From an optimization exercise on the open Yosys and OpenROAD flow, aimed at small area; shortcuts taken in it are not production practice.
At most, simulation tests tie the RTL to the original design; equivalence was not proved.
Only the layout flow was run in run 1; the RTL was not checked for function there.
No activity file was given, so power comes from the tool's default toggle rates.

`design.v`:
```
package video_frontend_pkg;
    typedef logic [7:0] pixel_t;
    typedef logic [11:0] hcount_t;
    typedef logic [10:0] vcount_t;
    typedef enum logic {
        CSC_BT601 = 1'b0,
        CSC_BT709 = 1'b1
    } csc_std_e;
endpackage
`timescale 1ns/1ps
module sync_timing_decode (
    input  logic        PCLK_i,
    input  logic        rst_n_i,
    input  logic        hs_i,
    input  logic        vs_i,
    input  logic        hsync_pol_i,
    input  logic        vsync_pol_i,
    input  logic [11:0] h_synclen_i,
    input  logic [11:0] h_backporch_i,
    input  logic [11:0] h_active_i,
    input  logic [10:0] v_synclen_i,
    input  logic [10:0] v_backporch_i,
    input  logic [10:0] v_active_i,
    output logic        hsync_o,
    output logic        vsync_o,
    output logic        de_o,
    output logic [10:0] xpos_o,
    output logic [10:0] ypos_o,
    output logic        frame_change_o,
    output logic [10:0] lines_total_o
);
    logic [11:0] h_cnt;
    logic [10:0] v_cnt;
    logic        hs_np_q;
    logic        vs_np_q;
    logic        vs_pending;
    logic [4:0]  hsync_sr;
    logic [4:0]  vsync_sr;
    logic [4:0]  de_sr;
    logic [10:0] xpos_sr [5];
    logic [10:0] ypos_sr [5];
    wire hs_np       = hs_i ^ ~hsync_pol_i;
    wire vs_np       = vs_i ^ ~vsync_pol_i;
    wire line_start  = hs_np_q & ~hs_np;
    wire vs_fall     = vs_np_q & ~vs_np;
    wire frame_start = line_start & vs_pending;
    wire [11:0] h_inc = h_cnt + 12'd1;
    wire [10:0] v_inc = v_cnt + 11'd1;
    function automatic logic carry12(input logic [11:0] a, input logic [11:0] b, input logic cin);
        logic c;
        c = cin;
        for (int i = 0; i < 12; i++)
            c = (a[i] & b[i]) | (c & (a[i] | b[i]));
        carry12 = c;
    endfunction
    function automatic logic [12:0] add12(input logic [11:0] a, input logic [11:0] b, input logic cin);
        logic c;
        c = cin;
        for (int i = 0; i < 12; i++) begin
            add12[i] = a[i] ^ b[i] ^ c;
            c = (a[i] & b[i]) | (c & (a[i] ^ b[i]));
        end
        add12[12] = c;
    endfunction
    wire [11:0] h_start = h_synclen_i + h_backporch_i;
    wire [12:0] h_diff_c = add12(h_cnt, ~h_start, 1'b1);
    wire [12:0] h_diff  = {~h_diff_c[12], h_diff_c[11:0]};
    wire [12:0] h_endc  = {1'b0, h_start} + {1'b0, h_active_i};
    wire        h_in    = ~h_diff[12] & ~carry12(h_start, h_active_i, 1'b0) & ~carry12(h_diff[11:0], ~h_active_i, 1'b1);
    wire [10:0] v_start = v_synclen_i + v_backporch_i;
    wire [12:0] v_diff_c = add12({1'b0, v_cnt}, {1'b1, ~v_start}, 1'b1);
    wire [11:0] v_diff  = {v_diff_c[11], v_diff_c[10:0]};
    wire [11:0] v_endc  = {1'b0, v_start} + {1'b0, v_active_i};
    wire        v_in    = ~v_diff[11] & ~carry12({1'b0, v_start}, {1'b0, v_active_i}, 1'b0) & ~carry12({1'b0, v_diff[10:0]}, {1'b1, ~v_active_i}, 1'b1);
    always_ff @(posedge PCLK_i or negedge rst_n_i) begin
        if (!rst_n_i) begin
            hs_np_q        <= 1'b0;
            vs_np_q        <= 1'b0;
            vs_pending     <= 1'b0;
            h_cnt          <= '0;
            v_cnt          <= '0;
            hsync_sr       <= '1;
            vsync_sr       <= '1;
            de_sr          <= '0;
            frame_change_o <= 1'b0;
            lines_total_o  <= '0;
        end else begin
            hs_np_q        <= hs_np;
            vs_np_q        <= vs_np;
            frame_change_o <= frame_start;
            vs_pending     <= vs_fall | (vs_pending & ~frame_start);
            hsync_sr[4:1]  <= hsync_sr[3:0];
            vsync_sr[4:1]  <= vsync_sr[3:0];
            de_sr          <= {de_sr[3:0], h_in & v_in};
            if (line_start) begin
                h_cnt       <= '0;
                hsync_sr[0] <= 1'b0;
                if (vs_pending) begin
                    v_cnt         <= 11'd1;
                    lines_total_o <= v_cnt;
                    vsync_sr[0]   <= 1'b0;
                end else begin
                    v_cnt <= v_inc;
                    if (v_inc == v_synclen_i)
                        vsync_sr[0] <= 1'b1;
                end
            end else begin
                h_cnt <= h_inc;
                if (h_inc == h_synclen_i)
                    hsync_sr[0] <= 1'b1;
            end
        end
    end
    always_ff @(posedge PCLK_i) begin
        xpos_sr[0] <= h_diff[10:0];
        ypos_sr[0] <= v_diff[10:0];
        for (int i = 1; i < 5; i++) begin
            xpos_sr[i] <= xpos_sr[i-1];
            ypos_sr[i] <= ypos_sr[i-1];
        end
    end
    assign hsync_o = hsync_sr[4];
    assign vsync_o = vsync_sr[4];
    assign de_o    = de_sr[4];
    assign xpos_o  = xpos_sr[4];
    assign ypos_o  = ypos_sr[4];
endmodule
`timescale 1ns/1ps
module csc_pre (
    input  logic [7:0]    r,
    input  logic [7:0]    b,
    input  logic          std,
    output logic [2:0] gc
);
    wire g0_lo_w0 = (std ? ~r[2] : ~r[1]) ^ (std & ~r[0]) ^ 1'b1;
    wire g0_lo_w1 = ((std ? ~r[2] : ~r[1]) & (std & ~r[0])) | (1'b1 & ((std ? ~r[2] : ~r[1]) ^ (std & ~r[0])));
    wire g0_lo_w2 = (std ? ~r[3] : ~r[2]) ^ (std ? ~r[1] : ~r[0]) ^ 1'b1;
    wire g0_lo_w3 = ((std ? ~r[3] : ~r[2]) & (std ? ~r[1] : ~r[0])) | (1'b1 & ((std ? ~r[3] : ~r[2]) ^ (std ? ~r[1] : ~r[0])));
    wire g0_lo_w4 = (std ? ~r[4] : ~r[3]) ^ (std ? ~r[2] : ~r[1]) ^ g0_lo_w3;
    wire g0_lo_w5 = ((std ? ~r[4] : ~r[3]) & (std ? ~r[2] : ~r[1])) | (g0_lo_w3 & ((std ? ~r[4] : ~r[3]) ^ (std ? ~r[2] : ~r[1])));
    wire g0_lo_w6 = (std ? ~r[5] : ~r[4]) ^ (std ? ~r[3] : ~r[2]) ^ g0_lo_w5;
    wire g0_lo_w7 = ((std ? ~r[5] : ~r[4]) & (std ? ~r[3] : ~r[2])) | (g0_lo_w5 & ((std ? ~r[5] : ~r[4]) ^ (std ? ~r[3] : ~r[2])));
    wire g0_lo_w8 = ~r[0] ^ (std ? ~r[6] : ~r[5]) ^ (std ? ~r[4] : ~r[3]);
    wire g0_lo_w9 = (~r[0] & (std ? ~r[6] : ~r[5])) | ((std ? ~r[4] : ~r[3]) & (~r[0] ^ (std ? ~r[6] : ~r[5])));
    wire g0_lo_w10 = 1'b1 ^ g0_lo_w8 ^ g0_lo_w7;
    wire g0_lo_w11 = (1'b1 & g0_lo_w8) | (g0_lo_w7 & (1'b1 ^ g0_lo_w8));
    wire g0_lo_w12 = ~r[1] ^ (std ? ~r[7] : ~r[6]) ^ (std ? ~r[5] : ~r[4]);
    wire g0_lo_w13 = (~r[1] & (std ? ~r[7] : ~r[6])) | ((std ? ~r[5] : ~r[4]) & (~r[1] ^ (std ? ~r[7] : ~r[6])));
    wire g0_lo_w14 = std ^ g0_lo_w9 ^ g0_lo_w12;
    wire g0_lo_w15 = (std & g0_lo_w9) | (g0_lo_w12 & (std ^ g0_lo_w9));
    wire g0_lo_w16 = ~r[2] ^ (~std & ~r[7]) ^ (std ? ~r[6] : ~r[5]);
    wire g0_lo_w17 = (~r[2] & (~std & ~r[7])) | ((std ? ~r[6] : ~r[5]) & (~r[2] ^ (~std & ~r[7])));
    wire g0_lo_w18 = 1'b1 ^ g0_lo_w13 ^ g0_lo_w16;
    wire g0_lo_w19 = (1'b1 & g0_lo_w13) | (g0_lo_w16 & (1'b1 ^ g0_lo_w13));
    wire g0_lo_w20 = ~r[3] ^ (std ? ~r[7] : ~r[6]) ^ (~std & r[0]);
    wire g0_lo_w21 = (~r[3] & (std ? ~r[7] : ~r[6])) | ((~std & r[0]) & (~r[3] ^ (std ? ~r[7] : ~r[6])));
    wire g0_lo_w22 = ~std ^ g0_lo_w17 ^ g0_lo_w20;
    wire g0_lo_w23 = (~std & g0_lo_w17) | (g0_lo_w20 & (~std ^ g0_lo_w17));
    wire g0_lo_w24 = ~r[4] ^ r[0] ^ (~std & ~r[7]);
    wire g0_lo_w25 = (~r[4] & r[0]) | ((~std & ~r[7]) & (~r[4] ^ r[0]));
    wire g0_lo_w26 = (~std & r[1]) ^ std ^ g0_lo_w21;
    wire g0_lo_w27 = ((~std & r[1]) & std) | (g0_lo_w21 & ((~std & r[1]) ^ std));
    wire g0_lo_w28 = g0_lo_w24 ^ g0_lo_w23 ^ g0_lo_w26;
    wire g0_lo_w29 = (g0_lo_w24 & g0_lo_w23) | (g0_lo_w26 & (g0_lo_w24 ^ g0_lo_w23));
    wire g0_lo_w30 = g0_lo_w25 ^ g0_lo_w27 ^ g0_lo_w29;
    wire g0_lo_w31 = (g0_lo_w25 & g0_lo_w27) | (g0_lo_w29 & (g0_lo_w25 ^ g0_lo_w27));
    wire [11:0] g0_lo = {1'b0, g0_lo_w31, g0_lo_w30, g0_lo_w28, g0_lo_w19, g0_lo_w15, g0_lo_w14, g0_lo_w10, g0_lo_w6, g0_lo_w4, g0_lo_w1, g0_lo_w0} + {1'b0, 1'b0, 1'b0, 1'b0, g0_lo_w22, g0_lo_w18, g0_lo_w11, 1'b0, 1'b0, 1'b0, g0_lo_w2, 1'b0};
    wire g1_lo_w0 = (std ? ~b[5] : b[7]) ^ (std & ~b[2]) ^ ~std;
    wire g1_lo_w1 = ((std ? ~b[5] : b[7]) & (std & ~b[2])) | (~std & ((std ? ~b[5] : b[7]) ^ (std & ~b[2])));
    wire g1_lo_w2 = (std & ~b[6]) ^ (std & ~b[3]) ^ 1'b1;
    wire g1_lo_w3 = ((std & ~b[6]) & (std & ~b[3])) | (1'b1 & ((std & ~b[6]) ^ (std & ~b[3])));
    wire g1_lo_w4 = (std & ~b[7]) ^ (std & ~b[4]) ^ 1'b1;
    wire g1_lo_w5 = ((std & ~b[7]) & (std & ~b[4])) | (1'b1 & ((std & ~b[7]) ^ (std & ~b[4])));
    wire g1_lo_w6 = (std & ~b[5]) ^ 1'b1 ^ g1_lo_w5;
    wire g1_lo_w7 = ((std & ~b[5]) & 1'b1) | (g1_lo_w5 & ((std & ~b[5]) ^ 1'b1));
    wire g1_lo_w8 = (std ? ~b[6] : b[0]) ^ 1'b1 ^ g1_lo_w7;
    wire g1_lo_w9 = ((std ? ~b[6] : b[0]) & 1'b1) | (g1_lo_w7 & ((std ? ~b[6] : b[0]) ^ 1'b1));
    wire g1_lo_w10 = (std ? ~b[7] : b[1]) ^ (std ? ~b[0] : b[0]) ^ 1'b1;
    wire g1_lo_w11 = ((std ? ~b[7] : b[1]) & (std ? ~b[0] : b[0])) | (1'b1 & ((std ? ~b[7] : b[1]) ^ (std ? ~b[0] : b[0])));
    wire g1_lo_w12 = (~std & b[2]) ^ (std ? ~b[1] : b[1]) ^ 1'b1;
    wire g1_lo_w13 = ((~std & b[2]) & (std ? ~b[1] : b[1])) | (1'b1 & ((~std & b[2]) ^ (std ? ~b[1] : b[1])));
    wire g1_lo_w14 = b[0] ^ (~std & b[3]) ^ (std ? ~b[2] : b[2]);
    wire g1_lo_w15 = (b[0] & (~std & b[3])) | ((std ? ~b[2] : b[2]) & (b[0] ^ (~std & b[3])));
    wire g1_lo_w16 = 1'b1 ^ g1_lo_w13 ^ g1_lo_w14;
    wire g1_lo_w17 = (1'b1 & g1_lo_w13) | (g1_lo_w14 & (1'b1 ^ g1_lo_w13));
    wire g1_lo_w18 = b[1] ^ (~std & b[4]) ^ (std ? ~b[3] : b[3]);
    wire g1_lo_w19 = (b[1] & (~std & b[4])) | ((std ? ~b[3] : b[3]) & (b[1] ^ (~std & b[4])));
    wire g1_lo_w20 = 1'b1 ^ g1_lo_w15 ^ g1_lo_w18;
    wire g1_lo_w21 = (1'b1 & g1_lo_w15) | (g1_lo_w18 & (1'b1 ^ g1_lo_w15));
    wire [11:0] g1_lo = {1'b0, 1'b0, g1_lo_w19, g1_lo_w17, g1_lo_w16, g1_lo_w11, g1_lo_w10, g1_lo_w8, g1_lo_w6, g1_lo_w3, g1_lo_w1, g1_lo_w0} + {1'b0, 1'b0, g1_lo_w21, g1_lo_w20, 1'b0, g1_lo_w12, g1_lo_w9, 1'b0, 1'b0, g1_lo_w4, g1_lo_w2, 1'b0};
    assign gc = 3'(g0_lo[11:9]) + 3'(g1_lo[11:9]) - 3'd0;
endmodule
module csc_comb (
    input  logic [7:0]    r,
    input  logic [7:0]    y,
    input  logic [7:0]    b,
    input  logic          std,
    input  logic [2:0] gc,
    output logic [7:0]    r_o,
    output logic [7:0]    g_o,
    output logic [7:0]    b_o
);
    wire R_sum_w0 = (std ? r[6] : r[3]) ^ (std ? ~r[4] : ~r[0]) ^ 1'b1;
    wire R_sum_w1 = ((std ? r[6] : r[3]) & (std ? ~r[4] : ~r[0])) | (1'b1 & ((std ? r[6] : r[3]) ^ (std ? ~r[4] : ~r[0])));
    wire R_sum_w2 = (std ? r[7] : r[4]) ^ (std ? ~r[5] : ~r[1]) ^ (std & r[0]);
    wire R_sum_w3 = ((std ? r[7] : r[4]) & (std ? ~r[5] : ~r[1])) | ((std & r[0]) & ((std ? r[7] : r[4]) ^ (std ? ~r[5] : ~r[1])));
    wire R_sum_w4 = std ^ R_sum_w1 ^ R_sum_w2;
    wire R_sum_w5 = (std & R_sum_w1) | (R_sum_w2 & (std ^ R_sum_w1));
    wire R_sum_w6 = (~std & r[5]) ^ (std ? ~r[6] : ~r[2]) ^ (std & r[1]);
    wire R_sum_w7 = ((~std & r[5]) & (std ? ~r[6] : ~r[2])) | ((std & r[1]) & ((~std & r[5]) ^ (std ? ~r[6] : ~r[2])));
    wire R_sum_w8 = std ^ R_sum_w3 ^ R_sum_w6;
    wire R_sum_w9 = (std & R_sum_w3) | (R_sum_w6 & (std ^ R_sum_w3));
    wire R_sum_w10 = (~std & r[6]) ^ (std ? ~r[7] : ~r[3]) ^ (std ? r[2] : ~r[0]);
    wire R_sum_w11 = ((~std & r[6]) & (std ? ~r[7] : ~r[3])) | ((std ? r[2] : ~r[0]) & ((~std & r[6]) ^ (std ? ~r[7] : ~r[3])));
    wire R_sum_w12 = ~std ^ R_sum_w7 ^ R_sum_w10;
    wire R_sum_w13 = (~std & R_sum_w7) | (R_sum_w10 & (~std ^ R_sum_w7));
    wire R_sum_w14 = (~std & r[7]) ^ (~std & ~r[4]) ^ (std ? r[3] : ~r[1]);
    wire R_sum_w15 = ((~std & r[7]) & (~std & ~r[4])) | ((std ? r[3] : ~r[1]) & ((~std & r[7]) ^ (~std & ~r[4])));
    wire R_sum_w16 = (std ? r[0] : ~r[0]) ^ std ^ R_sum_w11;
    wire R_sum_w17 = ((std ? r[0] : ~r[0]) & std) | (R_sum_w11 & ((std ? r[0] : ~r[0]) ^ std));
    wire R_sum_w18 = R_sum_w14 ^ R_sum_w13 ^ R_sum_w16;
    wire R_sum_w19 = (R_sum_w14 & R_sum_w13) | (R_sum_w16 & (R_sum_w14 ^ R_sum_w13));
    wire R_sum_w20 = (~std & ~r[5]) ^ (std ? r[4] : ~r[2]) ^ (std ? r[1] : ~r[1]);
    wire R_sum_w21 = ((~std & ~r[5]) & (std ? r[4] : ~r[2])) | ((std ? r[1] : ~r[1]) & ((~std & ~r[5]) ^ (std ? r[4] : ~r[2])));
    wire R_sum_w22 = std ^ R_sum_w15 ^ R_sum_w20;
    wire R_sum_w23 = (std & R_sum_w15) | (R_sum_w20 & (std ^ R_sum_w15));
    wire R_sum_w24 = R_sum_w17 ^ R_sum_w22 ^ R_sum_w19;
    wire R_sum_w25 = (R_sum_w17 & R_sum_w22) | (R_sum_w19 & (R_sum_w17 ^ R_sum_w22));
    wire R_sum_w26 = (~std & ~r[6]) ^ (std ? r[5] : ~r[3]) ^ (std ? r[2] : ~r[2]);
    wire R_sum_w27 = ((~std & ~r[6]) & (std ? r[5] : ~r[3])) | ((std ? r[2] : ~r[2]) & ((~std & ~r[6]) ^ (std ? r[5] : ~r[3])));
    wire R_sum_w28 = std ^ R_sum_w21 ^ R_sum_w26;
    wire R_sum_w29 = (std & R_sum_w21) | (R_sum_w26 & (std ^ R_sum_w21));
    wire R_sum_w30 = R_sum_w23 ^ R_sum_w28 ^ R_sum_w25;
    wire R_sum_w31 = (R_sum_w23 & R_sum_w28) | (R_sum_w25 & (R_sum_w23 ^ R_sum_w28));
    wire R_sum_w32 = r[0] ^ (~std & ~r[7]) ^ (std ? r[6] : ~r[4]);
    wire R_sum_w33 = (r[0] & (~std & ~r[7])) | ((std ? r[6] : ~r[4]) & (r[0] ^ (~std & ~r[7])));
    wire R_sum_w34 = (std ? r[3] : ~r[3]) ^ 1'b1 ^ R_sum_w27;
    wire R_sum_w35 = ((std ? r[3] : ~r[3]) & 1'b1) | (R_sum_w27 & ((std ? r[3] : ~r[3]) ^ 1'b1));
    wire R_sum_w36 = R_sum_w32 ^ R_sum_w29 ^ R_sum_w34;
    wire R_sum_w37 = (R_sum_w32 & R_sum_w29) | (R_sum_w34 & (R_sum_w32 ^ R_sum_w29));
    wire R_sum_w38 = y[0] ^ r[1] ^ r[0];
    wire R_sum_w39 = (y[0] & r[1]) | (r[0] & (y[0] ^ r[1]));
    wire R_sum_w40 = (std ? r[7] : ~r[5]) ^ (std ? r[4] : ~r[4]) ^ ~std;
    wire R_sum_w41 = ((std ? r[7] : ~r[5]) & (std ? r[4] : ~r[4])) | (~std & ((std ? r[7] : ~r[5]) ^ (std ? r[4] : ~r[4])));
    wire R_sum_w42 = R_sum_w33 ^ R_sum_w38 ^ R_sum_w40;
    wire R_sum_w43 = (R_sum_w33 & R_sum_w38) | (R_sum_w40 & (R_sum_w33 ^ R_sum_w38));
    wire R_sum_w44 = R_sum_w35 ^ R_sum_w42 ^ R_sum_w37;
    wire R_sum_w45 = (R_sum_w35 & R_sum_w42) | (R_sum_w37 & (R_sum_w35 ^ R_sum_w42));
    wire R_sum_w46 = y[1] ^ r[2] ^ r[1];
    wire R_sum_w47 = (y[1] & r[2]) | (r[1] & (y[1] ^ r[2]));
    wire R_sum_w48 = (~std & ~r[6]) ^ (std ? r[5] : ~r[5]) ^ 1'b1;
    wire R_sum_w49 = ((~std & ~r[6]) & (std ? r[5] : ~r[5])) | (1'b1 & ((~std & ~r[6]) ^ (std ? r[5] : ~r[5])));
    wire R_sum_w50 = R_sum_w39 ^ R_sum_w41 ^ R_sum_w46;
    wire R_sum_w51 = (R_sum_w39 & R_sum_w41) | (R_sum_w46 & (R_sum_w39 ^ R_sum_w41));
    wire R_sum_w52 = R_sum_w48 ^ R_sum_w43 ^ R_sum_w50;
    wire R_sum_w53 = (R_sum_w48 & R_sum_w43) | (R_sum_w50 & (R_sum_w48 ^ R_sum_w43));
    wire R_sum_w54 = y[2] ^ r[3] ^ r[2];
    wire R_sum_w55 = (y[2] & r[3]) | (r[2] & (y[2] ^ r[3]));
    wire R_sum_w56 = (~std & ~r[7]) ^ (std ? r[6] : ~r[6]) ^ std;
    wire R_sum_w57 = ((~std & ~r[7]) & (std ? r[6] : ~r[6])) | (std & ((~std & ~r[7]) ^ (std ? r[6] : ~r[6])));
    wire R_sum_w58 = R_sum_w47 ^ R_sum_w49 ^ R_sum_w54;
    wire R_sum_w59 = (R_sum_w47 & R_sum_w49) | (R_sum_w54 & (R_sum_w47 ^ R_sum_w49));
    wire R_sum_w60 = R_sum_w56 ^ R_sum_w51 ^ R_sum_w58;
    wire R_sum_w61 = (R_sum_w56 & R_sum_w51) | (R_sum_w58 & (R_sum_w56 ^ R_sum_w51));
    wire R_sum_w62 = y[3] ^ r[4] ^ r[3];
    wire R_sum_w63 = (y[3] & r[4]) | (r[3] & (y[3] ^ r[4]));
    wire R_sum_w64 = (std ? r[7] : ~r[7]) ^ R_sum_w55 ^ R_sum_w57;
    wire R_sum_w65 = ((std ? r[7] : ~r[7]) & R_sum_w55) | (R_sum_w57 & ((std ? r[7] : ~r[7]) ^ R_sum_w55));
    wire R_sum_w66 = R_sum_w62 ^ R_sum_w59 ^ R_sum_w64;
    wire R_sum_w67 = (R_sum_w62 & R_sum_w59) | (R_sum_w64 & (R_sum_w62 ^ R_sum_w59));
    wire R_sum_w68 = y[4] ^ r[5] ^ r[4];
    wire R_sum_w69 = (y[4] & r[5]) | (r[4] & (y[4] ^ r[5]));
    wire R_sum_w70 = 1'b1 ^ R_sum_w63 ^ R_sum_w68;
    wire R_sum_w71 = (1'b1 & R_sum_w63) | (R_sum_w68 & (1'b1 ^ R_sum_w63));
    wire R_sum_w72 = R_sum_w65 ^ R_sum_w70 ^ R_sum_w67;
    wire R_sum_w73 = (R_sum_w65 & R_sum_w70) | (R_sum_w67 & (R_sum_w65 ^ R_sum_w70));
    wire R_sum_w74 = y[5] ^ r[6] ^ r[5];
    wire R_sum_w75 = (y[5] & r[6]) | (r[5] & (y[5] ^ r[6]));
    wire R_sum_w76 = 1'b1 ^ R_sum_w69 ^ R_sum_w74;
    wire R_sum_w77 = (1'b1 & R_sum_w69) | (R_sum_w74 & (1'b1 ^ R_sum_w69));
    wire R_sum_w78 = R_sum_w71 ^ R_sum_w76 ^ R_sum_w73;
    wire R_sum_w79 = (R_sum_w71 & R_sum_w76) | (R_sum_w73 & (R_sum_w71 ^ R_sum_w76));
    wire R_sum_w80 = y[6] ^ r[7] ^ r[6];
    wire R_sum_w81 = (y[6] & r[7]) | (r[6] & (y[6] ^ r[7]));
    wire R_sum_w82 = R_sum_w75 ^ R_sum_w80 ^ R_sum_w77;
    wire R_sum_w83 = (R_sum_w75 & R_sum_w80) | (R_sum_w77 & (R_sum_w75 ^ R_sum_w80));
    wire R_sum_w84 = y[7] ^ r[7] ^ R_sum_w81;
    wire R_sum_w85 = (y[7] & r[7]) | (R_sum_w81 & (y[7] ^ r[7]));
    wire [23:0] R_sum = {1'b1, 1'b1, R_sum_w84, R_sum_w82, R_sum_w78, R_sum_w72, R_sum_w61, R_sum_w53, R_sum_w52, R_sum_w44, R_sum_w36, R_sum_w30, R_sum_w24, R_sum_w18, R_sum_w9, R_sum_w5, R_sum_w4, R_sum_w0, 1'b0, 1'b0, 1'b0, 1'b0, 1'b0, 1'b0} + {1'b0, R_sum_w85, R_sum_w83, R_sum_w79, 1'b0, 1'b0, R_sum_w66, R_sum_w60, R_sum_w45, 1'b0, R_sum_w31, 1'b0, 1'b0, 1'b0, R_sum_w12, R_sum_w8, 1'b0, 1'b0, 1'b0, 1'b0, 1'b0, 1'b0, 1'b0, 1'b0};
    wire [9:0] R_s = R_sum[23:14];
    wire G_sum_w0 = y[0] ^ r[5] ^ ~r[1];
    wire G_sum_w1 = (y[0] & r[5]) | (~r[1] & (y[0] ^ r[5]));
    wire G_sum_w2 = (~std & ~r[2]) ^ ~b[2] ^ (~std & ~b[5]);
    wire G_sum_w3 = ((~std & ~r[2]) & ~b[2]) | ((~std & ~b[5]) & ((~std & ~r[2]) ^ ~b[2]));
    wire G_sum_w4 = (std ? b[4] : ~b[4]) ^ ~gc[0] ^ 1'b1;
    wire G_sum_w5 = ((std ? b[4] : ~b[4]) & ~gc[0]) | (1'b1 & ((std ? b[4] : ~b[4]) ^ ~gc[0]));
    wire G_sum_w6 = G_sum_w0 ^ G_sum_w2 ^ G_sum_w4;
    wire G_sum_w7 = (G_sum_w0 & G_sum_w2) | (G_sum_w4 & (G_sum_w0 ^ G_sum_w2));
    wire G_sum_w8 = y[1] ^ r[6] ^ ~r[2];
    wire G_sum_w9 = (y[1] & r[6]) | (~r[2] & (y[1] ^ r[6]));
    wire G_sum_w10 = (~std & ~r[3]) ^ ~b[3] ^ (~std & ~b[6]);
    wire G_sum_w11 = ((~std & ~r[3]) & ~b[3]) | ((~std & ~b[6]) & ((~std & ~r[3]) ^ ~b[3]));
    wire G_sum_w12 = (std ? b[5] : ~b[5]) ^ ~gc[1] ^ std;
    wire G_sum_w13 = ((std ? b[5] : ~b[5]) & ~gc[1]) | (std & ((std ? b[5] : ~b[5]) ^ ~gc[1]));
    wire G_sum_w14 = G_sum_w1 ^ G_sum_w3 ^ G_sum_w5;
    wire G_sum_w15 = (G_sum_w1 & G_sum_w3) | (G_sum_w5 & (G_sum_w1 ^ G_sum_w3));
    wire G_sum_w16 = G_sum_w8 ^ G_sum_w10 ^ G_sum_w12;
    wire G_sum_w17 = (G_sum_w8 & G_sum_w10) | (G_sum_w12 & (G_sum_w8 ^ G_sum_w10));
    wire G_sum_w18 = G_sum_w7 ^ G_sum_w14 ^ G_sum_w16;
    wire G_sum_w19 = (G_sum_w7 & G_sum_w14) | (G_sum_w16 & (G_sum_w7 ^ G_sum_w14));
    wire G_sum_w20 = y[2] ^ r[7] ^ ~r[3];
    wire G_sum_w21 = (y[2] & r[7]) | (~r[3] & (y[2] ^ r[7]));
    wire G_sum_w22 = (~std & ~r[4]) ^ ~b[4] ^ (~std & ~b[7]);
    wire G_sum_w23 = ((~std & ~r[4]) & ~b[4]) | ((~std & ~b[7]) & ((~std & ~r[4]) ^ ~b[4]));
    wire G_sum_w24 = (std ? b[6] : ~b[6]) ^ ~gc[2] ^ G_sum_w9;
    wire G_sum_w25 = ((std ? b[6] : ~b[6]) & ~gc[2]) | (G_sum_w9 & ((std ? b[6] : ~b[6]) ^ ~gc[2]));
    wire G_sum_w26 = G_sum_w11 ^ G_sum_w13 ^ G_sum_w20;
    wire G_sum_w27 = (G_sum_w11 & G_sum_w13) | (G_sum_w20 & (G_sum_w11 ^ G_sum_w13));
    wire G_sum_w28 = G_sum_w22 ^ G_sum_w15 ^ G_sum_w17;
    wire G_sum_w29 = (G_sum_w22 & G_sum_w15) | (G_sum_w17 & (G_sum_w22 ^ G_sum_w15));
    wire G_sum_w30 = G_sum_w24 ^ G_sum_w26 ^ G_sum_w19;
    wire G_sum_w31 = (G_sum_w24 & G_sum_w26) | (G_sum_w19 & (G_sum_w24 ^ G_sum_w26));
    wire G_sum_w32 = y[3] ^ ~r[4] ^ (~std & ~r[5]);
    wire G_sum_w33 = (y[3] & ~r[4]) | ((~std & ~r[5]) & (y[3] ^ ~r[4]));
    wire G_sum_w34 = ~b[5] ^ (std ? b[7] : ~b[7]) ^ G_sum_w21;
    wire G_sum_w35 = (~b[5] & (std ? b[7] : ~b[7])) | (G_sum_w21 & (~b[5] ^ (std ? b[7] : ~b[7])));
    wire G_sum_w36 = G_sum_w23 ^ G_sum_w32 ^ G_sum_w25;
    wire G_sum_w37 = (G_sum_w23 & G_sum_w32) | (G_sum_w25 & (G_sum_w23 ^ G_sum_w32));
    wire G_sum_w38 = G_sum_w27 ^ G_sum_w34 ^ G_sum_w29;
    wire G_sum_w39 = (G_sum_w27 & G_sum_w34) | (G_sum_w29 & (G_sum_w27 ^ G_sum_w34));
    wire G_sum_w40 = G_sum_w36 ^ G_sum_w31 ^ G_sum_w38;
    wire G_sum_w41 = (G_sum_w36 & G_sum_w31) | (G_sum_w38 & (G_sum_w36 ^ G_sum_w31));
    wire G_sum_w42 = y[4] ^ ~r[5] ^ (~std & ~r[6]);
    wire G_sum_w43 = (y[4] & ~r[5]) | ((~std & ~r[6]) & (y[4] ^ ~r[5]));
    wire G_sum_w44 = ~b[6] ^ 1'b1 ^ G_sum_w33;
    wire G_sum_w45 = (~b[6] & 1'b1) | (G_sum_w33 & (~b[6] ^ 1'b1));
    wire G_sum_w46 = G_sum_w42 ^ G_sum_w35 ^ G_sum_w44;
    wire G_sum_w47 = (G_sum_w42 & G_sum_w35) | (G_sum_w44 & (G_sum_w42 ^ G_sum_w35));
    wire G_sum_w48 = G_sum_w37 ^ G_sum_w46 ^ G_sum_w39;
    wire G_sum_w49 = (G_sum_w37 & G_sum_w46) | (G_sum_w39 & (G_sum_w37 ^ G_sum_w46));
    wire G_sum_w50 = y[5] ^ ~r[6] ^ (~std & ~r[7]);
    wire G_sum_w51 = (y[5] & ~r[6]) | ((~std & ~r[7]) & (y[5] ^ ~r[6]));
    wire G_sum_w52 = ~b[7] ^ ~std ^ G_sum_w43;
    wire G_sum_w53 = (~b[7] & ~std) | (G_sum_w43 & (~b[7] ^ ~std));
    wire G_sum_w54 = G_sum_w50 ^ G_sum_w45 ^ G_sum_w52;
    wire G_sum_w55 = (G_sum_w50 & G_sum_w45) | (G_sum_w52 & (G_sum_w50 ^ G_sum_w45));
    wire G_sum_w56 = G_sum_w47 ^ G_sum_w54 ^ G_sum_w49;
    wire G_sum_w57 = (G_sum_w47 & G_sum_w54) | (G_sum_w49 & (G_sum_w47 ^ G_sum_w54));
    wire G_sum_w58 = y[6] ^ ~r[7] ^ ~std;
    wire G_sum_w59 = (y[6] & ~r[7]) | (~std & (y[6] ^ ~r[7]));
    wire G_sum_w60 = G_sum_w51 ^ G_sum_w58 ^ G_sum_w53;
    wire G_sum_w61 = (G_sum_w51 & G_sum_w58) | (G_sum_w53 & (G_sum_w51 ^ G_sum_w58));
    wire G_sum_w62 = G_sum_w55 ^ G_sum_w60 ^ G_sum_w57;
    wire G_sum_w63 = (G_sum_w55 & G_sum_w60) | (G_sum_w57 & (G_sum_w55 ^ G_sum_w60));
    wire G_sum_w64 = y[7] ^ std ^ G_sum_w59;
    wire G_sum_w65 = (y[7] & std) | (G_sum_w59 & (y[7] ^ std));
    wire G_sum_w66 = G_sum_w64 ^ G_sum_w61 ^ G_sum_w63;
    wire G_sum_w67 = (G_sum_w64 & G_sum_w61) | (G_sum_w63 & (G_sum_w64 ^ G_sum_w61));
    wire G_sum_w68 = 1'b1 ^ G_sum_w65 ^ G_sum_w67;
    wire G_sum_w69 = (1'b1 & G_sum_w65) | (G_sum_w67 & (1'b1 ^ G_sum_w65));
    wire [9:0] G_sum = {1'b1, G_sum_w68, G_sum_w66, G_sum_w62, G_sum_w56, G_sum_w41, G_sum_w40, G_sum_w28, G_sum_w18, G_sum_w6} + {G_sum_w69, 1'b0, 1'b0, 1'b0, 1'b0, G_sum_w48, 1'b0, G_sum_w30, 1'b0, 1'b0};
    wire [9:0] G_s = G_sum;
    wire B_sum_w0 = (std ? b[5] : ~b[3]) ^ (std & ~b[0]) ^ 1'b1;
    wire B_sum_w1 = ((std ? b[5] : ~b[3]) & (std & ~b[0])) | (1'b1 & ((std ? b[5] : ~b[3]) ^ (std & ~b[0])));
    wire B_sum_w2 = (std ? b[6] : ~b[4]) ^ (std ? ~b[1] : b[0]) ^ B_sum_w1;
    wire B_sum_w3 = ((std ? b[6] : ~b[4]) & (std ? ~b[1] : b[0])) | (B_sum_w1 & ((std ? b[6] : ~b[4]) ^ (std ? ~b[1] : b[0])));
    wire B_sum_w4 = (std ? b[7] : ~b[5]) ^ (std ? ~b[2] : b[1]) ^ (std ? ~b[0] : b[0]);
    wire B_sum_w5 = ((std ? b[7] : ~b[5]) & (std ? ~b[2] : b[1])) | ((std ? ~b[0] : b[0]) & ((std ? b[7] : ~b[5]) ^ (std ? ~b[2] : b[1])));
    wire B_sum_w6 = (~std & ~b[6]) ^ (std ? ~b[3] : b[2]) ^ (std ? ~b[1] : b[1]);
    wire B_sum_w7 = ((~std & ~b[6]) & (std ? ~b[3] : b[2])) | ((std ? ~b[1] : b[1]) & ((~std & ~b[6]) ^ (std ? ~b[3] : b[2])));
    wire B_sum_w8 = (~std & ~b[7]) ^ (std ? ~b[4] : b[3]) ^ (std ? ~b[2] : b[2]);
    wire B_sum_w9 = ((~std & ~b[7]) & (std ? ~b[4] : b[3])) | ((std ? ~b[2] : b[2]) & ((~std & ~b[7]) ^ (std ? ~b[4] : b[3])));
    wire B_sum_w10 = ~std ^ B_sum_w7 ^ B_sum_w8;
    wire B_sum_w11 = (~std & B_sum_w7) | (B_sum_w8 & (~std ^ B_sum_w7));
    wire B_sum_w12 = (std ? ~b[5] : b[4]) ^ (std ? ~b[3] : b[3]) ^ (std & ~b[0]);
    wire B_sum_w13 = ((std ? ~b[5] : b[4]) & (std ? ~b[3] : b[3])) | ((std & ~b[0]) & ((std ? ~b[5] : b[4]) ^ (std ? ~b[3] : b[3])));
    wire B_sum_w14 = 1'b1 ^ B_sum_w9 ^ B_sum_w12;
    wire B_sum_w15 = (1'b1 & B_sum_w9) | (B_sum_w12 & (1'b1 ^ B_sum_w9));
    wire B_sum_w16 = (std ? ~b[6] : b[5]) ^ (std ? ~b[4] : b[4]) ^ (std ? ~b[1] : ~b[0]);
    wire B_sum_w17 = ((std ? ~b[6] : b[5]) & (std ? ~b[4] : b[4])) | ((std ? ~b[1] : ~b[0]) & ((std ? ~b[6] : b[5]) ^ (std ? ~b[4] : b[4])));
    wire B_sum_w18 = B_sum_w13 ^ B_sum_w16 ^ B_sum_w15;
    wire B_sum_w19 = (B_sum_w13 & B_sum_w16) | (B_sum_w15 & (B_sum_w13 ^ B_sum_w16));
    wire B_sum_w20 = (std ? ~b[7] : b[6]) ^ (std ? ~b[5] : b[5]) ^ (std ? ~b[2] : ~b[1]);
    wire B_sum_w21 = ((std ? ~b[7] : b[6]) & (std ? ~b[5] : b[5])) | ((std ? ~b[2] : ~b[1]) & ((std ? ~b[7] : b[6]) ^ (std ? ~b[5] : b[5])));
    wire B_sum_w22 = std ^ B_sum_w17 ^ B_sum_w20;
    wire B_sum_w23 = (std & B_sum_w17) | (B_sum_w20 & (std ^ B_sum_w17));
    wire B_sum_w24 = y[0] ^ (~std & b[7]) ^ (std ? ~b[6] : b[6]);
    wire B_sum_w25 = (y[0] & (~std & b[7])) | ((std ? ~b[6] : b[6]) & (y[0] ^ (~std & b[7])));
    wire B_sum_w26 = (std ? ~b[3] : ~b[2]) ^ 1'b1 ^ B_sum_w21;
    wire B_sum_w27 = ((std ? ~b[3] : ~b[2]) & 1'b1) | (B_sum_w21 & ((std ? ~b[3] : ~b[2]) ^ 1'b1));
    wire B_sum_w28 = B_sum_w24 ^ B_sum_w23 ^ B_sum_w26;
    wire B_sum_w29 = (B_sum_w24 & B_sum_w23) | (B_sum_w26 & (B_sum_w24 ^ B_sum_w23));
    wire B_sum_w30 = y[1] ^ b[0] ^ (std ? ~b[7] : b[7]);
    wire B_sum_w31 = (y[1] & b[0]) | ((std ? ~b[7] : b[7]) & (y[1] ^ b[0]));
    wire B_sum_w32 = (std ? ~b[4] : ~b[3]) ^ B_sum_w25 ^ B_sum_w30;
    wire B_sum_w33 = ((std ? ~b[4] : ~b[3]) & B_sum_w25) | (B_sum_w30 & ((std ? ~b[4] : ~b[3]) ^ B_sum_w25));
    wire B_sum_w34 = B_sum_w27 ^ B_sum_w32 ^ B_sum_w29;
    wire B_sum_w35 = (B_sum_w27 & B_sum_w32) | (B_sum_w29 & (B_sum_w27 ^ B_sum_w32));
    wire B_sum_w36 = y[2] ^ b[1] ^ (std ? ~b[5] : ~b[4]);
    wire B_sum_w37 = (y[2] & b[1]) | ((std ? ~b[5] : ~b[4]) & (y[2] ^ b[1]));
    wire B_sum_w38 = 1'b1 ^ B_sum_w31 ^ B_sum_w36;
    wire B_sum_w39 = (1'b1 & B_sum_w31) | (B_sum_w36 & (1'b1 ^ B_sum_w31));
    wire B_sum_w40 = B_sum_w33 ^ B_sum_w38 ^ B_sum_w35;
    wire B_sum_w41 = (B_sum_w33 & B_sum_w38) | (B_sum_w35 & (B_sum_w33 ^ B_sum_w38));
    wire B_sum_w42 = y[3] ^ b[2] ^ (std ? ~b[6] : ~b[5]);
    wire B_sum_w43 = (y[3] & b[2]) | ((std ? ~b[6] : ~b[5]) & (y[3] ^ b[2]));
    wire B_sum_w44 = 1'b1 ^ B_sum_w37 ^ B_sum_w42;
    wire B_sum_w45 = (1'b1 & B_sum_w37) | (B_sum_w42 & (1'b1 ^ B_sum_w37));
    wire B_sum_w46 = B_sum_w39 ^ B_sum_w44 ^ B_sum_w41;
    wire B_sum_w47 = (B_sum_w39 & B_sum_w44) | (B_sum_w41 & (B_sum_w39 ^ B_sum_w44));
    wire B_sum_w48 = y[4] ^ b[3] ^ (std ? ~b[7] : ~b[6]);
    wire B_sum_w49 = (y[4] & b[3]) | ((std ? ~b[7] : ~b[6]) & (y[4] ^ b[3]));
    wire B_sum_w50 = ~std ^ B_sum_w43 ^ B_sum_w48;
    wire B_sum_w51 = (~std & B_sum_w43) | (B_sum_w48 & (~std ^ B_sum_w43));
    wire B_sum_w52 = B_sum_w45 ^ B_sum_w50 ^ B_sum_w47;
    wire B_sum_w53 = (B_sum_w45 & B_sum_w50) | (B_sum_w47 & (B_sum_w45 ^ B_sum_w50));
    wire B_sum_w54 = y[5] ^ b[4] ^ (~std & ~b[7]);
    wire B_sum_w55 = (y[5] & b[4]) | ((~std & ~b[7]) & (y[5] ^ b[4]));
    wire B_sum_w56 = std ^ B_sum_w49 ^ B_sum_w54;
    wire B_sum_w57 = (std & B_sum_w49) | (B_sum_w54 & (std ^ B_sum_w49));
    wire B_sum_w58 = B_sum_w51 ^ B_sum_w56 ^ B_sum_w53;
    wire B_sum_w59 = (B_sum_w51 & B_sum_w56) | (B_sum_w53 & (B_sum_w51 ^ B_sum_w56));
    wire B_sum_w60 = y[6] ^ b[5] ^ 1'b1;
    wire B_sum_w61 = (y[6] & b[5]) | (1'b1 & (y[6] ^ b[5]));
    wire B_sum_w62 = B_sum_w55 ^ B_sum_w60 ^ B_sum_w57;
    wire B_sum_w63 = (B_sum_w55 & B_sum_w60) | (B_sum_w57 & (B_sum_w55 ^ B_sum_w60));
    wire B_sum_w64 = y[7] ^ b[6] ^ 1'b1;
    wire B_sum_w65 = (y[7] & b[6]) | (1'b1 & (y[7] ^ b[6]));
    wire B_sum_w66 = B_sum_w61 ^ B_sum_w64 ^ B_sum_w63;
    wire B_sum_w67 = (B_sum_w61 & B_sum_w64) | (B_sum_w63 & (B_sum_w61 ^ B_sum_w64));
    wire B_sum_w68 = b[7] ^ B_sum_w65 ^ B_sum_w67;
    wire B_sum_w69 = (b[7] & B_sum_w65) | (B_sum_w67 & (b[7] ^ B_sum_w65));
    wire [22:0] B_sum = {1'b1, B_sum_w68, B_sum_w66, B_sum_w62, B_sum_w58, B_sum_w52, B_sum_w46, B_sum_w40, B_sum_w34, B_sum_w28, B_sum_w22, B_sum_w18, B_sum_w11, B_sum_w10, B_sum_w5, B_sum_w4, B_sum_w2, B_sum_w0, 1'b0, 1'b0, 1'b0, 1'b0, 1'b0} + {B_sum_w69, 1'b0, 1'b0, B_sum_w59, 1'b0, 1'b0, 1'b0, 1'b0, 1'b0, 1'b0, B_sum_w19, 1'b0, B_sum_w14, 1'b0, B_sum_w6, B_sum_w3, 1'b0, 1'b0, 1'b0, 1'b0, 1'b0, 1'b0, 1'b0};
    wire [9:0] B_s = B_sum[22:13];
    function automatic logic [7:0] clamp_sum(input logic [9:0] s);
        if (s[9])
            clamp_sum = 8'h00;
        else if (s[8])
            clamp_sum = 8'hFF;
        else
            clamp_sum = s[7:0];
    endfunction
    assign r_o = clamp_sum(R_s);
    assign g_o = clamp_sum(G_s);
    assign b_o = clamp_sum(B_s);
endmodule
module csc_execute (
    input  logic       PCLK_i,
    input  logic [7:0] r_i,
    input  logic [7:0] g_i,
    input  logic [7:0] b_i,
    input  logic       csc_enable_i,
    input  logic       csc_std_i,
    output logic [7:0] r_o,
    output logic [7:0] g_o,
    output logic [7:0] b_o
);
    logic [7:0]    r_s1, g_s1, b_s1;
    logic          en_s1, std_s1;
    logic [2:0] gc, gc_s1;
    logic [7:0]    r_c, g_c, b_c;
    logic [23:0]   px_sr [4];
    csc_pre csc_pre_inst (
        .r(r_i), .b(b_i), .std(csc_std_i), .gc(gc)
    );
    csc_comb csc_comb_inst (
        .r(r_s1), .y(g_s1), .b(b_s1), .std(std_s1), .gc(gc_s1),
        .r_o(r_c), .g_o(g_c), .b_o(b_c)
    );
    always_ff @(posedge PCLK_i) begin
        {r_s1, g_s1, b_s1, en_s1, std_s1, gc_s1} <= {r_i, g_i, b_i, csc_enable_i, csc_std_i, gc};
        px_sr[0] <= en_s1 ? {r_c, g_c, b_c} : {r_s1, g_s1, b_s1};
        for (int i = 1; i < 4; i++)
            px_sr[i] <= px_sr[i-1];
    end
    assign {r_o, g_o, b_o} = px_sr[3];
endmodule
`timescale 1ns/1ps
module video_frontend (
    input  logic         PCLK_i,
    input  logic         rst_n_i,
    input  logic [7:0]   r_i,
    input  logic [7:0]   g_i,
    input  logic [7:0]   b_i,
    input  logic         hs_i,
    input  logic         vs_i,
    input  logic         hsync_pol_i,
    input  logic         vsync_pol_i,
    input  logic         csc_enable_i,
    input  logic         csc_std_i,
    input  logic [11:0]  h_total_i,
    input  logic [11:0]  h_active_i,
    input  logic [11:0]  h_synclen_i,
    input  logic [11:0]  h_backporch_i,
    input  logic [10:0]  v_active_i,
    input  logic [10:0]  v_synclen_i,
    input  logic [10:0]  v_backporch_i,
    output logic [7:0]   r_o,
    output logic [7:0]   g_o,
    output logic [7:0]   b_o,
    output logic         hsync_o,
    output logic         vsync_o,
    output logic         de_o,
    output logic [10:0]  xpos_o,
    output logic [10:0]  ypos_o,
    output logic [10:0]  lines_total_o,
    output logic         frame_change_o
);
    sync_timing_decode sync_timing_decode_inst (
        .PCLK_i         (PCLK_i),
        .rst_n_i        (rst_n_i),
        .hs_i           (hs_i),
        .vs_i           (vs_i),
        .hsync_pol_i    (hsync_pol_i),
        .vsync_pol_i    (vsync_pol_i),
        .h_synclen_i    (h_synclen_i),
        .h_backporch_i  (h_backporch_i),
        .h_active_i     (h_active_i),
        .v_synclen_i    (v_synclen_i),
        .v_backporch_i  (v_backporch_i),
        .v_active_i     (v_active_i),
        .hsync_o        (hsync_o),
        .vsync_o        (vsync_o),
        .de_o           (de_o),
        .xpos_o         (xpos_o),
        .ypos_o         (ypos_o),
        .frame_change_o (frame_change_o),
        .lines_total_o  (lines_total_o)
    );
    csc_execute csc_execute_inst (
        .PCLK_i       (PCLK_i),
        .r_i          (r_i),
        .g_i          (g_i),
        .b_i          (b_i),
        .csc_enable_i (csc_enable_i),
        .csc_std_i    (csc_std_i),
        .r_o          (r_o),
        .g_o          (g_o),
        .b_o          (b_o)
    );
endmodule
```
`flow/run.sh`:
```
#!/bin/bash
# The standard layout (the standard.sh: standard synthesis, floorplan, power grid,
# placement, CTS, routing) with two changes: the port buffers are the smallest buffer
# cell, and clock tree synthesis uses its own buffer list and sink clusters, without
# dummy loads. Each tool's output is in orfs/logs, make's in make.log.
set -euo pipefail
bash standard.sh \
  "BUFFER_PORTS_ARGS=-buffer_cell sky130_fd_sc_hd__buf_1" \
  "CTS_ARGS=-sink_clustering_enable -repair_clock_nets -dont_use_dummy_load -buf_list sky130_fd_sc_hd__clkbuf_8 -sink_clustering_size 16 -sink_clustering_max_diameter 60" \
  finish > make.log 2>&1
```
`standard.sh`:
```
#!/bin/bash
# synth_recipe.tcl (not shown) runs the flow's synth.tcl, then flattens the netlist and writes it again
# the make line also repeats each setting of config.mk as NAME=value (left out here)
make -C /OpenROAD-flow-scripts/flow DESIGN_CONFIG=/design/flow/config.mk WORK_HOME=/design/flow/orfs CLKGATE_MAP_FILE= SYNTH_SCRIPT=/design/flow/synth_recipe.tcl "${@:-finish}"
```
`config.mk`:
```
export PLATFORM = sky130hd
export DESIGN_NAME = video_frontend
export DESIGN_NICKNAME = video_frontend
export VERILOG_FILES = /design/flow/design.v
export SDC_FILE = /design/flow/constraint.sdc
export NUM_CORES = 4
export LEC_CHECK = 0
export CAP_MARGIN = 20
export CORE_MARGIN = 2
export CORE_UTILIZATION = 40
export GPL_TIMING_DRIVEN = 0
export SLEW_MARGIN = 20
```
`constraint.sdc`:
```
create_clock -name core_clock -period 6.0 [get_ports {PCLK_i}]
set_input_delay 1.2000 -clock core_clock [delete_from_list [all_inputs] [get_ports {PCLK_i}]]
set_output_delay 1.2000 -clock core_clock [all_outputs]
set_load 0.01 [all_outputs]
```
==> out/results.ini, run 1 <==
[floorplan]
ioPinCount = 174
core_area_sq_um = 35300
start_util_pct = 40.3
die-area_sq_um = 37100
die_h_um = 193
die_w_um = 193
row_count = 69

[clock_network]
cts_tree = built
h-tree-depth = 1
clk_path_buf_depth = 3
clkTransAtPathRegs_ps = 80
cts_root_buf = clkbuf_8
clock-sinks = 288
cts_made_buffers = 27
insertion_delay_ps = 570

[min_path]
hold_path_end = sync_timing_decode_inst.ypos_sr[4][3]
hold_path_class = flip-flop to flip-flop
worstHoldPathCells = 0
min_from = sync_timing_decode_inst.ypos_sr[3][3]

[synth]
syn-num-nets = 1630
ys_warn_count = 6
synth-async-reset-ratio_pct = 18.4
syn_inst = 1292
synth_area_per_cell_sq_um = 11.0
synth-main-ff-cell = dfxtp_1
yosysUniqueCellTypes = 69
synth_edf_count = 0
synth_area_sq_um = 14200
synth_seq_cells = 288
yosysSeqAreaShare_pct = 42.5

[finish]
layout.cells.most_common = dfxtp_1
multi_input_area_sq_um = 7330
area_delta_synth_final_pct = 11.9
n_fill_cell = 3358
drive_above_1_share_pct = 6.27
insertedDiodeCount = 0
fin_nets = 1824
final-seq-area_sq_um = 6050
final_cell_mix = dfxtp_1 (234), inv_1 (216), buf_1 (163)

[drt]
drtPass1Iterations = 4
wl_per_cell_um = 14.4
totalWireLength_mm = 28.0
drt_iter0_drc = 346
viasPerCell = 4.70
drcViolationCount = 0
vias = 9134
antenna_left = 0

[power]
power_per_cell_area_nw_per_um2 = 382
total_power_mw = 6.09
static-leakage-power_nw = 7.08
ir_worst_vdd_v = 0.000252

[global_route]
antenna_found_initial = 1
grt_util_met1_pct = 19.9
busiest_layer = met2
grt_max_degree = 32
grt_pass1_vias = 9417
grt_usage_pct = 15.8
gr-total-overflow = 0
grtUsageMet2_pct = 27.6
use_met3_pct = 2.75
grt_pass1_wl_mm = 46.3

[timing]
setup_slack_ps = -379
slew_headroom_pct = 56.1
setup-tns-final_ps = -379
post-route-period-util_pct = 106
tightest_slew_ps = 658
fin_skew_ps = 52.4
finalCriticalPeriod_ps = 6380
finalSetupViolations = 1
slew_violations = 0
rsz0062_at_grt = true
final_hold_viol_count = 0
fmax_ghz = 0.157

[setup_path]
crit_fanout = 3
start_kind = input pin
r2r_start = csc_execute_inst.std_s1
r2r_end = csc_execute_inst.px_sr[0][4]
startpoint = h_synclen_i[0]
r2r_cells = 18
cp.arrival_ps = 6850
cp_data_required_time_ps = 6470
critPathCaptureType = flip-flop
path_class = input pin to flip-flop
r2r_slack_ps = 270

[outcome]
status = complete, but fails checks
violations = negative setup slack

[place]
dp_slack_ps = -1020
gp_congestion = 0.849
port_buffers = 161
hpwlAfterDp_mm = 22.7

[flow_run]
drv_cap = 0

registers in the layout (all words and copies together) (netlist names), 3 cells and up:
name,cells
csc_execute_inst.b_s1,8
csc_execute_inst.g_s1,8
csc_execute_inst.gc_s1,3
csc_execute_inst.px_sr,96
csc_execute_inst.r_s1,8
sync_timing_decode_inst.de_sr,5
sync_timing_decode_inst.h_cnt,12
sync_timing_decode_inst.hsync_sr,5
sync_timing_decode_inst.lines_total_o,11
sync_timing_decode_inst.v_cnt,11
sync_timing_decode_inst.vsync_sr,5
sync_timing_decode_inst.xpos_sr,55
sync_timing_decode_inst.ypos_sr,55
where the power goes:
group          leakage [nW]  switching, mW  internal (mW)
logic                  4.22           1.30           1.03
registers              2.66          0.200           2.59
clock network         0.194          0.569          0.398
total                  7.08           2.07           4.02
worst max path at each step:
stage | endpoint | slack, ps | cells after the start
after floorplan | sync_timing_decode_inst.de_sr[0] | -620 | 20
after global routing | sync_timing_decode_inst.de_sr[0] | -500 | 21
after global placement | sync_timing_decode_inst.de_sr[0] | -1010 | 21
after CTS | sync_timing_decode_inst.de_sr[0] | -320 | 21
after detailed placement | sync_timing_decode_inst.de_sr[0] | -1020 | 21
final | sync_timing_decode_inst.de_sr[0] | -380 | 21
logic make-up (layout without fill, tap and decap cells):
kind of cell | count (synthesis) | after routing | share of synthesized area [%]
flops | 288 | 288 | 42.5
buf+inv | 242 | 434 | 6.40
fa+ha+maj | 234 | 234 | 27.2
simple gates | 214 | 214 | 7.18
compound gates | 196 | 196 | 9.05
xor+xnor | 94 | 94 | 5.79
mux | 24 | 24 | 1.83
metal layers:
| layer | vias to the layer above | part of all wire [%] |
|---|---|---|
| li1 | 4552 | - |
| met1 | 4360 | 44 |
| met2 | 177 | 49 |
| met3 | 45 | 4.5 |
| met4 | 0 | 2.5 |
| met5 | - | 0 |
final cells by class:
class / instances / share of cell area, %
tap: 461 / 3.62
sequential: 288 / 38.0
multi-input combinational: 762 / 46.1
clock buffer: 27 / 2.34
timing repair buffer: 166 / 4.24
inverter: 221 / 5.21
buffer: 20 / 0.535
cells in the mapped netlist (all sizes together), types with 5 or more instances:
library cell	count	area (sq um)
dfxtp	235	4700
inv	220	826
fa	129	2580
ha	96	1200
nand2	63	236
xnor2	60	526
nor2	57	214
o21ai	49	245
dfrtp	43	1080
a21oi	42	214
xor2	34	298
nor3	24	125
o22ai	21	131
mux2	16	180
clkbuf	15	56.3
nand2b	12	75.1
nand3	12	60.1
a21o	10	75.1
dfstp	10	263
a21boi	9	67.6
maj3	9	90.1
nor2b	9	56.3
mux2i	8	80.1
o21bai	8	60.1
a31oi	7	43.8
nand4	7	43.8
nor4	7	43.8
a211oi	6	55.1
buf	6	23.8
o21a	5	37.5
critical path, cell delays in order:
cell and delay (ps):
buf_8 100, ha_4 150, fa_1 540, inv_2 50, fa_2 350, fa_2 350, fa_2 350, fa_2 360
fa_2 350, fa_2 350, fa_2 350, fa_2 350, fa_2 340, inv_2 60, fa_2 180, inv_2 40
fa_1 480, or4_4 570, nor3_4 120, a211oi_1 60, a31oi_1 140
stage by stage:
| stage | hold slack (ps) | utilization [%] | cell area, sq um | std cells |
|---|---|---|---|---|
| global placement | 310 | 43.7 | 15400 | 1914 |
| floorplan | 310 | - | 14200 | 1292 |
| CTS | 274 | 45.0 | 15900 | 1943 |
| global route | 282 | 45.1 | 15900 | 1945 |
| finish | 274 | 45.1 | 15900 | 1945 |
| detailed placement | 312 | 43.7 | 15400 | 1915 |
what timing repair did:
item / in CTS / in global routing
hold buffers: 0 / 0
buffers inserted: 2 / 2
gates resized for setup: 20 / 1
setup endpoints to repair: 25 / 16
==> inputs of run 2 (changes only) <==
--- a/design.v
+++ b/design.v
@@ -56,7 +56,12 @@
     function automatic logic [12:0] add12(input logic [11:0] a, input logic [11:0] b, input logic cin);
-        logic c;
+        logic [11:0] g, p;
+        logic        c, c1;
+        g = a & b;
+        p = a ^ b;
         c = cin;
-        for (int i = 0; i < 12; i++) begin
-            add12[i] = a[i] ^ b[i] ^ c;
-            c = (a[i] & b[i]) | (c & (a[i] ^ b[i]));
+        for (int j = 0; j < 12; j += 2) begin
+            c1 = g[j] | (p[j] & c);
+            add12[j]   = p[j] ^ c;
+            add12[j+1] = p[j+1] ^ c1;
+            c = g[j+1] | (p[j+1] & g[j]) | (p[j+1] & p[j] & c);
         end
==> run 2 against run 1 <==
Now clean on timing, DRC and antenna. Largest power group unchanged. Sequential cell count unchanged. Sequential share of layout area decreased by 0.52 points. First-iteration DRC count decreased by 2.9%. Highest routed layer is now met5. Synthesized cell count increased by 3.4%.
==> out/results.ini, run 2 <==
[floorplan]
start_util_pct = 40.6  ; +0.39 points
ioPinCount = 174  ; unchanged
die-area_sq_um = 37800  ; +1.9%
core_area_sq_um = 35700  ; +0.98%
row_count = 69  ; unchanged
die_h_um = 194  ; +0.95%
die_w_um = 194  ; +0.95%

[clock_network]
clock-sinks = 288  ; unchanged
cts_tree = built
h-tree-depth = 1  ; unchanged
cts_made_buffers = 27  ; unchanged
insertion_delay_ps = 590  ; +20 ps
clk_path_buf_depth = 3  ; unchanged
cts_root_buf = clkbuf_8
clkTransAtPathRegs_ps = 80  ; about the same

[synth]
synth.most_common_cell = dfxtp_1
synth-main-ff-cell = dfxtp_1
synth_area_sq_um = 14500  ; +1.9%
syn-num-nets = 1685  ; +3.4%
synth_area_per_cell_sq_um = 10.8  ; -1.4%
synth_top_area_share_pct = 32.5  ; -0.63 points
syn_inst = 1336  ; +3.4%
yosys.area.top_type = dfxtp_1
synth.top_cells.by_count = dfxtp_1 (235), inv_1 (214), fa_1 (118), ha_1 (118)
yosysUniqueCellTypes = 70  ; +1.4%
synth_edf_count = 0  ; unchanged
synthTopCellsByArea = dfxtp_1 (32%), fa_1 (16%), ha_1 (10%)
synth_seq_cells = 288  ; unchanged
yosysSeqAreaShare_pct = 41.7  ; -0.81 points
ys_warn_count = 6  ; unchanged
synth-async-reset-ratio_pct = 18.4  ; unchanged

[place]
gp_congestion = 0.837  ; -1.4%
dp_slack_ps = -738  ; +285 ps
port_buffers = 161  ; unchanged
hpwlAfterDp_mm = 23.6  ; +4.1%

[outcome]
status = no timing/DRC/antenna violations

[timing]
setup_slack_ps = 279  ; +658 ps
fmax_ghz = 0.175  ; +12%
finalCriticalPeriod_ps = 5720  ; -658 ps
slew_headroom_pct = 48.0  ; -8.1 points
slew_violations = 0  ; unchanged
tightest_slew_ps = 780  ; +122 ps
post-route-period-util_pct = 95.3  ; -11 points
fin_skew_ps = 72.7  ; +20.4 ps
final_hold_viol_count = 0  ; unchanged
finalSetupViolations = 0  ; -1

[setup_path]
path_cells = inv_1 -> clkbuf_8 -> ha_1 -> inv_1 -> fa_1 -> fa_1 -> inv_1 -> fa_1 -> fa_1 -> fa_1 -> fa_1 -> fa_1 -> fa_1 -> and4_1 -> o2111a_1 -> o21ai_1 -> xnor2_2 -> o21ba_2 -> o22ai_1
critPathCaptureType = flip-flop
crit_fanout = 29  ; +26
slowest_delay_ps = 540  ; -30 ps
start_kind = flip-flop
cp.arrival_ps = 6200  ; -650 ps
path_class = flip-flop to flip-flop
critPathTopFamily = adder cells
cpMostUsedCell = fa_1
critPathBufInv = 4  ; unchanged
cp_data_required_time_ps = 6480  ; about the same
cp_slowest_cell = fa_1

[global_route]
gr-total-overflow = 0  ; unchanged
antenna_found_initial = 6  ; +5
grt_usage_pct = 15.7  ; -0.095 points
grt_max_degree = 30  ; -6.3%
busiest_layer = met2
grt_pass1_vias = 9602  ; +2.0%
grt_pass1_wl_mm = 47.8  ; +3.2%
grtUsageMet2_pct = 26.1  ; -1.5 points
grt_util_met1_pct = 20.0  ; +0.088 points
use_met3_pct = 4.04  ; +1.3 points

[finish]
drive_above_1_share_pct = 4.84  ; -1.4 points
largest_register = csc_execute_inst.px_sr
top_regs = csc_execute_inst.px_sr (96), sync_timing_decode_inst.xpos_sr (55), sync_timing_decode_inst.ypos_sr (55)
layout.cells.most_common = dfxtp_1
fin_nets = 1879  ; +3.0%
utilization_pct = 45.3  ; +0.19 points
area_delta_synth_final_pct = 11.3
largest_reg_flops = 96  ; unchanged
final_cell_mix = dfxtp_1 (234), inv_1 (214), buf_1 (163)

[power]
static-leakage-power_nw = 7.35  ; +3.9%
combinationalPowerShare_pct = 39.6  ; +1.3 points
p_switching_mw = 2.18  ; +5.7%
power_frac_seq_pct = 44.8  ; -1.0 points
p_clk_share_pct = 15.6  ; -0.3 points
swShare_pct = 34.8  ; +0.84 points
ir_worst_vdd_v = 0.000167  ; -34%
power_per_cell_area_nw_per_um2 = 389  ; +1.7%
intPower_mw = 4.09  ; +1.9%

[min_path]
hold_path_class = flip-flop to flip-flop

[drt]
vias = 9602  ; +5.1%
wl_per_cell_um = 14.7  ; +2.2%
drt_iter0_drc = 336  ; -2.9%
totalWireLength_mm = 29.3  ; +4.7%
viasPerCell = 4.82  ; +2.6%
antenna_left = 0  ; unchanged
drcViolationCount = 0  ; unchanged
drtPass1Iterations = 24  ; +20

[flow_run]
drv_cap = 0  ; unchanged

run 2: changes by cell type after synthesis, moves of 7 or more:
cell / previous run / this run
a21oi_1: 41 / 48
fa_1: 129 / 118
ha_1: 96 / 118
nand3_1: 12 / 20
xor2_1: 34 / 43
run 2: what timing repair did:
action,CTS,global route
hold buffers,0,0
setup endpoints to repair,24,11
gates resized for setup,4,4
pin swaps,0,1
setup buffers,0,4
run 2: layer usage:
metal	up-vias	part of all wire, %	wire length, um
met3	51	6.2	1820
li1	4725	-	-
met4	6	2.3	677
met2	246	47	13700
met5	-	0.12	36
met1	4574	45	13100
run 2: cell families (layout without fill, tap and decap cells):
group / count (synthesis) / after routing / share of synthesized area [%]
buffers and inverters: 241 / 433 / 6.30
adder cells (fa/ha/maj): 241 / 241 / 26.8
flip-flops: 288 / 288 / 41.7
AO/OA/AOI/OAI: 222 / 222 / 9.92
other: 0 / 4 / 0
multiplexers: 24 / 24 / 1.77
XOR/XNOR: 104 / 104 / 6.28
AND/OR/NAND/NOR: 216 / 216 / 7.20
run 2: worst paths after layout:
check                      slack, ps                                        to  cells past startpoint                           from
max reg2reg                      280              csc_execute_inst.px_sr[0][0]                     19        csc_execute_inst.std_s1
min reg2reg                      270             csc_execute_inst.px_sr[1][16]                      0  csc_execute_inst.px_sr[0][16]
min                              270             csc_execute_inst.px_sr[1][16]                      0  csc_execute_inst.px_sr[0][16]
min in group asynchronous        620  sync_timing_decode_inst.lines_total_o[5]                      1                        rst_n_i
max                              280              csc_execute_inst.px_sr[0][0]                     19        csc_execute_inst.std_s1
max in group asynchronous       4690       sync_timing_decode_inst.vsync_sr[1]                      2                        rst_n_i
run 2: stage by stage:
stage          power (mW)  setup TNS, ps  instances  cell area, sq um  hold slack (ps)
6_report             6.28              0       1993             16100              269
5_1_grt              6.83          -2.89       1991             16100              262
4_1_cts              6.38              0       1985             16100              265
3_5_place_dp         5.35          -8260       1959             15700              312
3_3_place_gp         5.28          -7940       1958             15700              310
2_1_floorplan        4.65              0       1336             14500              310
run 2: cell type report:
| class | instances | area, sq um |
|---|---|---|
| tap | 461 | 577 |
| buffer | 25 | 113 |
| antenna | 4 | 10.0 |
| clock buffer | 27 | 372 |
| inverter | 215 | 807 |
| timing repair buffer | 166 | 656 |
| fill | 3336 | 19500 |
| sequential | 288 | 6050 |
| multi-input combinational | 807 | 7560 |
run 2: power groups by stage:
stage	combinational, mW	sequential [mW]	clock, mW
2_1_floorplan	1.77	2.88	0
3_3_place_gp	2.43	2.86	0
3_5_place_dp	2.48	2.87	0
4_1_cts	2.50	2.83	1.05
5_1_grt	2.84	2.88	1.11
6_report	2.49	2.81	0.980

## separate check: timing with driven ports
Ports are ideal in the flow. The routed layouts listed here were re-timed in OpenROAD. Step 1 assumes that a clkbuf_16 drives the clock port and a buf_2 every other input. Step 2, shift: input delay + t, output delay - t, t = (earliest + latest rising clock arrival at the registers) / 2. This alone moves slack from input paths to output paths. Three values: ideal ports, drivers, drivers and shift; two values: the first two.
run | t, ns | slack for setup (ns) | clock arrival spread, ns
run 1 | 0.600 | -0.379 / -0.375 / -0.975 | 0.072 / 0.072
run 2 | 0.604 | 0.279 / 0.279 / -0.152 | 0.074 / 0.074
Met with ideal ports but missed after step 2: setup timing in run 2. For run 1, which loses most, drivers alone change the setup slack by +0.004 ns; drivers and shift together by -0.596 ns.
